Background: an optimization exercise with open tools, aiming at small area. Do not read the settings as production practice. Function was checked by simulation only, so behaviour that the tests miss may differ from the original. Power and IR drop assume default switching activity.

== P ==
## invaders_top
module invaders_top #(
    parameter int ALIEN_COLS = 6,
    parameter int ALIEN_ROWS = 3
) (
    input  wire logic        clk,
    input  wire logic        reset,
    input  wire logic        frame_tick,
    input  wire logic        fire,
    input  wire logic        left,
    input  wire logic        right,
    input  wire logic        wb_cyc,
    input  wire logic        wb_stb,
    input  wire logic        wb_we,
    input  wire logic [2:0]  wb_adr,
    input  wire logic [31:0] wb_dat_w,
    output logic [31:0]      wb_dat_r,
    output logic             wb_ack
);
Settings: LEC_CHECK=0, CAP_MARGIN=20, CORE_MARGIN=2, CORE_UTILIZATION=60, CTS_BUF_LIST=sky130_fd_sc_hd__clkbuf_8, CTS_CLUSTER_SIZE=40, SLEW_MARGIN=20; clock period 8.0 ns.
standard.sh (not shown) runs the stock make flow with config.mk's settings and CLKGATE_MAP_FILE= SYNTH_SCRIPT=/design/flow/synth_recipe.tcl, a recipe that flattens the netlist after the stock synthesis.
==> flow/flow/run.sh <==
#!/bin/bash
# Standard ORFS layout, with two changes:
#  * abc maps the logic for area (flow/abc.script) instead of ORFS's
#    delay-driven script, and adders are left to abc rather than mapped to
#    adder cells first; registers are mapped exactly as in the standard
#    synthesis, since only the combinational mapping changes;
#  * ports are buffered with the smallest buffer.
# Each tool's output goes to the ORFS logs under orfs/logs and to flow_*.log here.
set -euo pipefail
HERE=$PWD
rm -rf "$HERE/scripts_mod"
cp -r "$FLOW_HOME/scripts" "$HERE/scripts_mod"
cp "$HERE/flow/abc.script" "$HERE/scripts_mod/abc_speed.script"
bash standard.sh SCRIPTS_DIR="$HERE/scripts_mod" \
    ADDER_MAP_FILE= \
    BUFFER_PORTS_ARGS="-buffer_cell sky130_fd_sc_hd__buf_1" \
    finish > "$HERE/flow_standard.log" 2>&1
==> flow/flow/abc.script <==
&get -n
&st
&deepsyn -T 60
&dch -f
&nf -p -R 1000 -F 8 -A 8 -C 32
&put
No stage failed in P, and the final checks on the layout all came back clean.
> inputs changed (P -> R)
--- a/flow/design.v
+++ b/flow/design.v
@@ -25,17 +25,17 @@
             add10[i] = a[i] ^ b[i] ^ c;
             c = (a[i] & b[i]) | (a[i] & c) | (b[i] & c);
         end
     endfunction
     logic        run;
     logic        restart;
     logic [17:0] dat_r;
     logic [8:0]  nfx;           
-    logic [7:0]  nfy;           
+    logic [6:0]  nfy;           
     logic        dir_right;
     logic [2:0]  count;
     logic [17:0] dead;
     logic [17:0] alive;
     assign alive = ~dead;
     logic [2:0]  kq;            
     logic [1:0]  km;            
     logic [2:0]  hq;            
@@ -142,21 +142,21 @@
         else if (col_live[3]) hit_left = (nfx == 9'd90);
         else if (col_live[4]) hit_left = (nfx == 9'd120);
         else                  hit_left = (nfx == 9'd150);
     end
     logic hit_edge;
     assign hit_edge = dir_right ? hit_right : hit_left;
     logic bottom_reached;
     assign bottom_reached = !fleet_gone &&
-        (row_live[2] ? (nfy <= 8'd185) :
-         row_live[1] ? (nfy <= 8'd174) : (nfy <= 8'd163));
+        (row_live[2] ? (nfy <= 7'd57) :
+         row_live[1] ? (nfy <= 7'd46) : (nfy <= 7'd35));
     logic [9:0] nfy_drop;
     logic [9:0] nfx_move;
-    assign nfy_drop = add10({2'b0, nfy}, 10'd251);
+    assign nfy_drop = add10({3'b0, nfy}, 10'd123);
     assign nfx_move = add10({1'b0, nfx}, {1'b0, {8{dir_right}}, 1'b1});
     logic [9:0] kq_inc;
     logic [9:0] count_inc;
     assign kq_inc    = add10({7'b0, kq}, 10'd1);
     assign count_inc = add10({7'b0, count}, 10'd1);
     logic score_gt;
     logic [4:0] cur_k;
     logic [4:0] high_k;
@@ -183,32 +183,32 @@
     assign nly_dec     = add10({1'b0, nly}, 10'd511);
     logic move;
     always_comb begin
         move = 1'b0;
         for (int i = 0; i < 8; i++)
             if (count == 3'(i)) move = ({1'b0, kq} >= 4'(7 - i));
     end
     logic [9:0] hdx;    
-    logic [8:0] hdy;    
+    logic [7:0] hdy;    
     logic [9:0] hdx_s;
     logic [9:0] hdy_s;
     assign hdx_s = add10({1'b0, rx6[9:1]}, {1'b0, nfx});
-    assign hdy_s = add10({3'b0, ryh[7:1]}, {2'b0, nfy});
+    assign hdy_s = add10({3'b0, ryh[7:1]}, {3'b0, nfy});
     assign hdx = {hdx_s[8:0], rx6[0]};
-    assign hdy = {hdy_s[7:0], ryh[0]};
+    assign hdy = {hdy_s[6:0], ryh[0]};
     logic [5:0] col_hit;
     logic [2:0] row_hit;
     always_comb begin
         for (int c = 0; c < 6; c++)
             col_hit[c] = (hdx >= 10'(60 * c)) && (hdx <= 10'(60 * c + 21));
     end
-    assign row_hit[0] = (hdy <= 9'd8);
-    assign row_hit[1] = (hdy >= 9'd22) && (hdy <= 9'd30);
-    assign row_hit[2] = (hdy >= 9'd45) && (hdy <= 9'd53);
+    assign row_hit[0] = (hdy <= 8'd8);
+    assign row_hit[1] = (hdy >= 8'd22) && (hdy <= 8'd30);
+    assign row_hit[2] = (hdy >= 8'd45) && (hdy <= 8'd53);
     logic [17:0] hit_vec;
     always_comb begin
         for (int r = 0; r < 3; r++)
             for (int c = 0; c < 6; c++)
                 hit_vec[r*6 + c] = alive[r*6 + c] & col_hit[c] & row_hit[r];
     end
     logic kill;
     assign kill = step && rocket_active && (|hit_vec);
@@ -238,40 +238,40 @@
             default: row_off = 7'd101;    
         endcase
     end
     logic [8:0] shoot_nlx;
     logic [8:0] shoot_nly;
     logic [9:0] shoot_nlx_s;
     logic [9:0] shoot_nly_s;
     assign shoot_nlx_s = add10({1'b0, nfx}, {1'b0, col_off});
-    assign shoot_nly_s = add10({3'b0, nfy[6:0]}, {3'b0, row_off});
+    assign shoot_nly_s = add10({3'b0, nfy}, {3'b0, row_off});
     assign shoot_nlx = shoot_nlx_s[8:0];
     assign shoot_nly = {shoot_nly_s[6:0],
                         (scan_row == 2'd0) ? 2'b10 : (scan_row == 2'd1) ? 2'b01 : 2'b00};
     logic [9:0] ldx;    
     logic [9:0] ldx_s;
     assign ldx_s = add10({1'b0, ship_x[9:1]}, {1'b0, nlx});
     assign ldx = {ldx_s[8:0], ship_x[0]};
     logic overlap;
     assign overlap = (ldx == 10'd0 || ldx >= 10'd1003) && (nly >= 9'd43) && (nly <= 9'd74);
     logic ship_hit;
     assign ship_hit = step && laser_active && overlap;
     always_ff @(posedge clk or posedge reset) begin
         if (reset) begin
             nfx       <= 9'd487;
-            nfy       <= 8'd244;
+            nfy       <= 7'd116;
             dir_right <= 1'b1;
             count     <= '0;
             dead      <= '0;
             kq        <= '0;
             km        <= '0;
         end else if (restart) begin
             nfx       <= 9'd487;
-            nfy       <= 8'd244;
+            nfy       <= 7'd116;
             dir_right <= 1'b1;
             count     <= '0;
             dead      <= '0;
             kq        <= '0;
             km        <= '0;
         end else if (step) begin
             if (rocket_active) dead <= dead | hit_vec;
             if (kill) begin
@@ -281,17 +281,17 @@
                 end else begin
                     km <= {km[0], ~km[0]};
                 end
             end
             if (move) begin
                 count <= '0;
                 if (hit_edge) begin
                     dir_right <= !dir_right;
-                    nfy       <= nfy_drop[7:0];
+                    nfy       <= nfy_drop[6:0];
                 end else begin
                     nfx <= nfx_move[8:0];
                 end
             end else begin
                 count <= count_inc[2:0];
             end
         end
     end
Results
- R vs P — maximum frequency dropped by a few percent
- On insertion delay to the later sink of the worst-skew pair, P and R are basically level.
- The run with more routed wire is R, not P.
- Compared to P, the number of flip-flops in R is lower.
- The arrival time of data at the critical path endpoint in R sits 130 ps above the value recorded for P.
- Going from P to R, count of placed standard cells in the final layout, fillers left out decreased 34; power went up 40%.
- R vs P — first-pass GRT wire length rose 550 um.
- Against P, R reports a post-synthesis register bit count that is lower.
- [diff] total via count in the routed design, R relative to P: improvement
- Diff R..P | number of flops mapped to enable cells by yosys | unchanged

## separate check: timing with driven ports
The results above use ideal ports. As a check the final layouts listed here were re-extracted and re-timed, cells and wires unchanged.
Step 1 (the two cells are an assumption about what drives the block):
set clk [get_ports {clk}]
set_driving_cell -lib_cell sky130_fd_sc_hd__clkbuf_16 $clk
set_driving_cell -lib_cell sky130_fd_sc_hd__buf_2 [delete_from_list [all_inputs] $clk]
Step 2 also shifts input and output timing later by t, the mid clock arrival at the registers, as if the neighbouring blocks saw the same clock.
Slacks: no drivers / after step 1 / after step 2; pairs: no drivers / after step 1.
run | t, ns | slack for setup (ns) | latest minus earliest clock arrival (ns) | slew at the worst register clock pin (ns)
P | 0.499 | 2.903 / 2.903 / 2.903 | 0.018 / 0.018 | 0.08 / 0.08
R | 0.490 | 2.730 / 2.730 / 2.730 | 0.011 / 0.011 | 0.09 / 0.09
After both steps setup and hold are still met in every run listed.
